What follows belongs to an exercise in optimizing a design on an open flow for small area, a short achievable clock period and few clock cycles; a production flow would make more cautious choices. The RTL was checked by simulation tests, not by an equivalence proof against the original design. No activity file was given, so power comes from the tool's default toggle rates.

==> xenon: inputs <==
==> flow/design.v <==
module midpoint_circle_generator #(
  parameter int COORD_BITS  = 16,
  parameter int RADIUS_BITS = 14
) (
  input  logic                   clk,
  input  logic                   rst,
  input  logic                   cmd_valid,
  output logic                   cmd_ready,
  input  logic                   cmd_action,
  input  logic [COORD_BITS-1:0]  cmd_center_x,
  input  logic [COORD_BITS-1:0]  cmd_center_y,
  input  logic [RADIUS_BITS-1:0] cmd_radius,
  input  logic                   cmd_fill,
  input  logic                   pix_ready,
  output logic                   pix_valid,
  output logic [COORD_BITS:0]    pix_x_start,
  output logic [COORD_BITS:0]    pix_y_start,
  output logic [COORD_BITS:0]    pix_x_end,
  output logic [COORD_BITS:0]    pix_y_end,
  output logic                   pix_last_of_item,
  output logic                   pix_circle_done
);
  localparam int EB = 16;   
  localparam int SB = COORD_BITS + 1;
  localparam int RB = RADIUS_BITS;
  function automatic logic [SB-1:0] add_ks(input logic [SB-1:0] a, input logic [SB-1:0] b,
                                           input logic cin);
    logic [SB-1:0] g, pp, gn, pn, c;
    g  = a & b;
    pp = a ^ b;
    g[0] = g[0] | (pp[0] & cin);
    pn = pp;
    for (int d = 1; d < SB; d = d * 2) begin
      gn = g;
      for (int i = d; i < SB; i++) begin
        gn[i] = g[i] | (pn[i] & g[i-d]);
      end
      for (int i = SB - 1; i >= d; i--) begin
        pn[i] = pn[i] & pn[i-d];
      end
      g = gn;
    end
    c = {g[SB-2:0], cin};
    add_ks = pp ^ c;
  endfunction
  function automatic logic [5:0] form(input logic st, input logic fl, input logic [2:0] kk);
    logic [5:0] f;
    if (st && fl) begin
      case (kk[0])
        1'b0:    f = 6'b100100;
        default: f = 6'b000011;
      endcase
    end else if (st) begin
      case (kk[1:0])
        2'd0:    f = 6'b100000;
        2'd1:    f = 6'b110100;
        2'd2:    f = 6'b000000;
        default: f = 6'b001011;
      endcase
    end else if (fl) begin
      case (kk[1:0])
        2'd0:    f = 6'b000100;
        2'd1:    f = 6'b001110;
        2'd2:    f = 6'b111010;
        default: f = 6'b110001;
      endcase
    end else begin
      case (kk)
        3'd0:    f = 6'b000000;
        3'd1:    f = 6'b010100;
        3'd2:    f = 6'b001010;
        3'd3:    f = 6'b011110;
        3'd4:    f = 6'b111110;
        3'd5:    f = 6'b101010;
        3'd6:    f = 6'b110100;
        default: f = 6'b100001;
      endcase
    end
    form = f;
  endfunction
  logic          jv;       
  logic          start;
  logic          fill;
  logic [2:0]    k;        
  logic          run;      
  logic [15:0]   cx;
  logic [15:0]   cy;
  logic [RB-1:0] ox;
  logic [RB-1:0] oy;
  logic [EB-1:0] e;
  logic          e_ph1;    
  logic          e_ph2;    
  logic          p1;       
  logic          sw, xsn, ysn, xen, yen, lst;   
  logic          load, give, free, accept, take_start, take_step;
  logic          p;
  logic [RB-1:0] x, y, x_nx, y_nx;
  logic [EB-1:0] e_nx;
  logic [RB:0]   ymx;      
  logic          run_nx;
  logic [5:0]    f_give;
  assign load       = !pix_valid || pix_ready;
  assign give       = jv && load;
  assign free       = !jv || (lst && load);
  assign cmd_ready  = free;
  assign accept     = cmd_valid && free;
  assign take_start = accept && !cmd_action;
  assign take_step  = accept && cmd_action && run;
  assign x      = sw ? oy : ox;
  assign y      = sw ? ox : oy;
  assign p      = !e[EB-1];
  assign x_nx   = x + 1'b1;
  assign y_nx   = y - p;
  assign ymx    = {1'b0, y} - {1'b0, x};
  assign run_nx = !ymx[RB] && (ymx[RB-1:0] >= (p ? 14'd3 : 14'd2));
  assign e_nx   = e + (e_ph1 ? {1'b0, ox, 1'b1} : ~{1'b0, oy, 1'b0}) + {15'd0, !e_ph1};
  assign f_give = form(start, fill, k + 1'b1);
  always_ff @(posedge clk) begin
    if (rst) begin
      jv  <= 1'b0;
      run <= 1'b0;
    end else if (take_start) begin
      jv  <= 1'b1;
      run <= (cmd_radius != '0);
    end else if (take_step) begin
      jv  <= 1'b1;
      run <= run_nx;
    end else if (give && lst) begin
      jv  <= 1'b0;
    end
  end
  always_ff @(posedge clk) begin
    if (rst) begin
      e_ph1 <= 1'b0;
      e_ph2 <= 1'b0;
    end else begin
      e_ph1 <= take_step;
      e_ph2 <= e_ph1 && p1;
    end
  end
  always_ff @(posedge clk) begin
    if (take_start) begin
      cx <= cmd_center_x;
      cy <= cmd_center_y;
    end
  end
  always_ff @(posedge clk) begin
    if (take_start) begin
      e <= -({2'b00, cmd_radius});
    end else if (e_ph1 || e_ph2) begin
      e <= e_nx;
    end
  end
  always_ff @(posedge clk) begin
    if (take_step) begin
      p1 <= p;
    end
  end
  always_ff @(posedge clk) begin
    if (take_start) begin
      start <= 1'b1;
      fill  <= cmd_fill;
      k     <= 3'd0;
      {sw, xsn, ysn, xen, yen, lst} <= {3'b100, cmd_fill, 2'b00};
      ox    <= cmd_radius;
      oy    <= '0;
    end else if (take_step) begin
      start <= 1'b0;
      k     <= 3'd0;
      {sw, xsn, ysn, xen, yen, lst} <= {3'b000, fill, 2'b00};
      ox    <= x_nx;
      oy    <= y_nx;
    end else if (give) begin
      k     <= k + 1'b1;
      {sw, xsn, ysn, xen, yen, lst} <= f_give;
      if (f_give[5] != sw) begin
        ox <= oy;
        oy <= ox;
      end
    end
  end
  logic [SB-1:0] cx_e, cy_e, ox_e, oy_e;
  assign cx_e = {cx[15], cx};
  assign cy_e = {cy[15], cy};
  assign ox_e = {3'b000, ox};
  assign oy_e = {3'b000, oy};
  always_ff @(posedge clk) begin
    if (rst) begin
      pix_valid <= 1'b0;
    end else if (load) begin
      pix_valid <= jv;
    end
  end
  always_ff @(posedge clk) begin
    if (give) begin
      pix_x_start      <= add_ks(cx_e, ox_e ^ {SB{xsn}}, xsn);
      pix_y_start      <= add_ks(cy_e, oy_e ^ {SB{ysn}}, ysn);
      pix_x_end        <= add_ks(cx_e, ox_e ^ {SB{xen}}, xen);
      pix_y_end        <= add_ks(cy_e, oy_e ^ {SB{yen}}, yen);
      pix_last_of_item <= lst;
      pix_circle_done  <= !run;
    end
  end
endmodule
==> flow/run.sh <==
#!/bin/bash
# synth_recipe.tcl (not shown) runs the flow's synth.tcl, then flattens the netlist and writes it again
# the make line also repeats each setting of config.mk as NAME=value (left out here)
make -C /OpenROAD-flow-scripts/flow DESIGN_CONFIG=/design/flow/config.mk WORK_HOME=/design/flow/orfs CLKGATE_MAP_FILE= SYNTH_SCRIPT=/design/flow/synth_recipe.tcl finish
==> flow/config.mk <==
export PLATFORM = sky130hd
export DESIGN_NAME = midpoint_circle_generator
export DESIGN_NICKNAME = midpoint_circle_generator
export VERILOG_FILES = /design/flow/design.v
export SDC_FILE = /design/flow/constraint.sdc
export NUM_CORES = 4
export LEC_CHECK = 0
export ABC_AREA = 1
export CAP_MARGIN = 20
export CORE_MARGIN = 2
export CORE_UTILIZATION = 40
export SETUP_SLACK_MARGIN = 2.5
export SLEW_MARGIN = 20
==> flow/constraint.sdc <==
create_clock -name core_clock -period 5.0 [get_ports {clk}]
set_input_delay 1.0000 -clock core_clock [delete_from_list [all_inputs] [get_ports {clk}]]
set_output_delay 1.0000 -clock core_clock [all_outputs]
set_load 0.01 [all_outputs]
==> inputs of cedar, as changes to xenon <==
--- a/flow/design.v
+++ b/flow/design.v
@@ -45,8 +45,9 @@
   endfunction
-  function automatic logic [5:0] form(input logic st, input logic fl, input logic [2:0] kk);
-    logic [5:0] f;
+  function automatic logic [6:0] form(input logic st, input logic fl, input logic [2:0] kk);
+    logic [6:0] f;
     if (st && fl) begin
-      case (kk[0])
-        1'b0:    f = 6'b100100;
-        default: f = 6'b000011;
+      case (kk[1:0])
+        2'd0:    f = 7'b1001000;
+        2'd1:    f = 7'b0000010;
+        default: f = 7'b0010101;
       endcase
@@ -54,6 +55,6 @@
       case (kk[1:0])
-        2'd0:    f = 6'b100000;
-        2'd1:    f = 6'b110100;
-        2'd2:    f = 6'b000000;
-        default: f = 6'b001011;
+        2'd0:    f = 7'b1000000;
+        2'd1:    f = 7'b1101000;
+        2'd2:    f = 7'b0000000;
+        default: f = 7'b0010100;
       endcase
@@ -61,6 +62,6 @@
       case (kk[1:0])
-        2'd0:    f = 6'b000100;
-        2'd1:    f = 6'b001110;
-        2'd2:    f = 6'b111010;
-        default: f = 6'b110001;
+        2'd0:    f = 7'b0001000;
+        2'd1:    f = 7'b0011000;
+        2'd2:    f = 7'b1110000;
+        default: f = 7'b1100100;
       endcase
@@ -68,10 +69,10 @@
       case (kk)
-        3'd0:    f = 6'b000000;
-        3'd1:    f = 6'b010100;
-        3'd2:    f = 6'b001010;
-        3'd3:    f = 6'b011110;
-        3'd4:    f = 6'b111110;
-        3'd5:    f = 6'b101010;
-        3'd6:    f = 6'b110100;
-        default: f = 6'b100001;
+        3'd0:    f = 7'b0000000;
+        3'd1:    f = 7'b0101000;
+        3'd2:    f = 7'b0010000;
+        3'd3:    f = 7'b0111000;
+        3'd4:    f = 7'b1111000;
+        3'd5:    f = 7'b1010000;
+        3'd6:    f = 7'b1101000;
+        default: f = 7'b1000100;
       endcase
@@ -93,3 +94,3 @@
   logic          p1;       
-  logic          sw, xsn, ysn, xen, yen, lst;   
+  logic          sw, xsn, yn, xen, lst, part, yeo;   
   logic          load, give, free, accept, take_start, take_step;
@@ -100,3 +101,3 @@
   logic          run_nx;
-  logic [5:0]    f_give;
+  logic [6:0]    f_give;
   assign load       = !pix_valid || pix_ready;
@@ -163,3 +164,3 @@
       k     <= 3'd0;
-      {sw, xsn, ysn, xen, yen, lst} <= {3'b100, cmd_fill, 2'b00};
+      {sw, xsn, yn, xen, lst, part, yeo} <= {3'b100, cmd_fill, 3'b000};
       ox    <= cmd_radius;
@@ -169,3 +170,3 @@
       k     <= 3'd0;
-      {sw, xsn, ysn, xen, yen, lst} <= {3'b000, fill, 2'b00};
+      {sw, xsn, yn, xen, lst, part, yeo} <= {3'b000, fill, 3'b000};
       ox    <= x_nx;
@@ -174,4 +175,4 @@
       k     <= k + 1'b1;
-      {sw, xsn, ysn, xen, yen, lst} <= f_give;
-      if (f_give[5] != sw) begin
+      {sw, xsn, yn, xen, lst, part, yeo} <= f_give;
+      if (f_give[6] != sw) begin
         ox <= oy;
@@ -190,3 +191,14 @@
     end else if (load) begin
-      pix_valid <= jv;
+      pix_valid <= jv && !part;
+    end
+  end
+  logic [SB-1:0] y_sum;
+  assign y_sum = add_ks(cy_e, oy_e ^ {SB{yn}}, yn);
+  always_ff @(posedge clk) begin
+    if (give && !yeo) begin
+      pix_x_start      <= add_ks(cx_e, ox_e ^ {SB{xsn}}, xsn);
+      pix_y_start      <= y_sum;
+      pix_x_end        <= add_ks(cx_e, ox_e ^ {SB{xen}}, xen);
+      pix_last_of_item <= lst || part;
+      pix_circle_done  <= !run;
     end
@@ -195,8 +207,3 @@
     if (give) begin
-      pix_x_start      <= add_ks(cx_e, ox_e ^ {SB{xsn}}, xsn);
-      pix_y_start      <= add_ks(cy_e, oy_e ^ {SB{ysn}}, ysn);
-      pix_x_end        <= add_ks(cx_e, ox_e ^ {SB{xen}}, xen);
-      pix_y_end        <= add_ks(cy_e, oy_e ^ {SB{yen}}, yen);
-      pix_last_of_item <= lst;
-      pix_circle_done  <= !run;
+      pix_y_end <= y_sum;
     end
==> flow/flow/run.sh (new file) <==
#!/bin/bash
# The standard layout (standard.sh, unchanged synthesis and steps), except that the port
# buffers it inserts are plain sky130_fd_sc_hd__buf_1 cells rather than the default delay
# cells; the timing repairs resize them where needed. Every port still gets its buffer.
set -euo pipefail
export BUFFER_PORTS_ARGS="-buffer_cell sky130_fd_sc_hd__buf_1"
bash standard.sh > standard.log 2>&1
==> flow/standard.sh (new file) <==
#!/bin/bash
# synth_recipe.tcl (not shown) runs the flow's synth.tcl, then flattens the netlist and writes it again
# the make line also repeats each setting of config.mk as NAME=value (left out here)
make -C /OpenROAD-flow-scripts/flow DESIGN_CONFIG=/design/flow/config.mk WORK_HOME=/design/flow/orfs CLKGATE_MAP_FILE= SYNTH_SCRIPT=/design/flow/synth_recipe.tcl "${@:-finish}"
Settings changed: CTS_BUF_LIST from default to sky130_fd_sc_hd__clkbuf_8, SETUP_SLACK_MARGIN 2.5 to 2.3.
removed: flow/run.sh
==> run summary <==
In xenon the count of clock-buffer cells in the layout is higher than in cedar, by 6.
Between cedar and xenon, the lower global-route usage is in cedar (gap 0.39 points).
Between xenon and cedar, the lower area after synthesis is in cedar (gap about 6%, measured against cedar).
Critical path depth is the same in cedar and xenon.
Clock skew: xenon is lower than cedar (0.0034 ns).
First-iteration DRC count: cedar is larger than xenon (about 9%).
Non-clock buffer count: xenon is higher than cedar (81).
Against cedar, the cell area of xenon is higher by 21%.
Between xenon and cedar, the lower sequential cell count is in xenon (gap 1).
==> figures <==
quantity	xenon	cedar
Status	no timing/DRC/antenna violations	no timing/DRC/antenna violations
Layout clock buffer count	23	17
Max Clk Rate	387 MHz	377 MHz
Number of non-clock buffers	272	191
Leakage power of the design	0.00713 uW	0.00577 uW
Die Y-Extent	176 um	172 um
Area of the die	0.0311 mm^2	0.0294 mm^2
Fraction of the mapped netlist area in adder cells	10.2%	9.18%
Worst Hold Slack	0.480 ns	0.485 ns
Horizontal die dimension	176 um	172 um
Cell seen most often among critical-path stages	o21ai_4	nand2_1
Worst clock skew	0.0199 ns	0.0233 ns
Initial Utilization	40.3%	40.5%
Destination of the critical timing path	pix_x_end[16]	pix_x_start[14]
Worst slew margin relative to its limit	57.8%	63.8%
Total Power Consumption	9580 uW	7840 uW
Number of distinct library cells after synthesis	53	55
Register cell area after layout	0.00466 mm^2	0.00465 mm^2
Clock Power Share	14.0%	11.7%
Testbench counts of xenon, summed over its fixed seeds: cycles 38,852.
Testbench counts of cedar, summed over its fixed seeds: cycles 39,002.

[re-timing with driven ports]
Ports are ideal in the flow. The routed layouts listed here were re-timed in OpenROAD. Step 1 sets driving cells, clkbuf_16 on the clock port and buf_2 on the other inputs (assumed; they add their load-dependent delay and slew). Step 2 times the ports against the registers' clock, not the clock port: input delays grow and output delays shrink by t, the midpoint of the rising clock arrivals with the driver on. Slacks: ideal ports / drivers / drivers and shift; pairs: ideal ports / drivers.
run	t (ns)	setup WS [ns]	worst hold slack (ns)	worst slew at a driven data input, ns	cell pins on the clock port's net
xenon	0.477	2.416 / 2.416 / 2.068	0.480 / 0.480 / 0.480	0.04	1
cedar	0.506	2.344 / 2.344 / 1.981	0.485 / 0.485 / 0.485	0.06	1
After both steps every run listed still meets setup and hold. The setup slack of cedar, which loses most, moves by 0.000 ns with the drivers and by -0.363 ns with both steps.
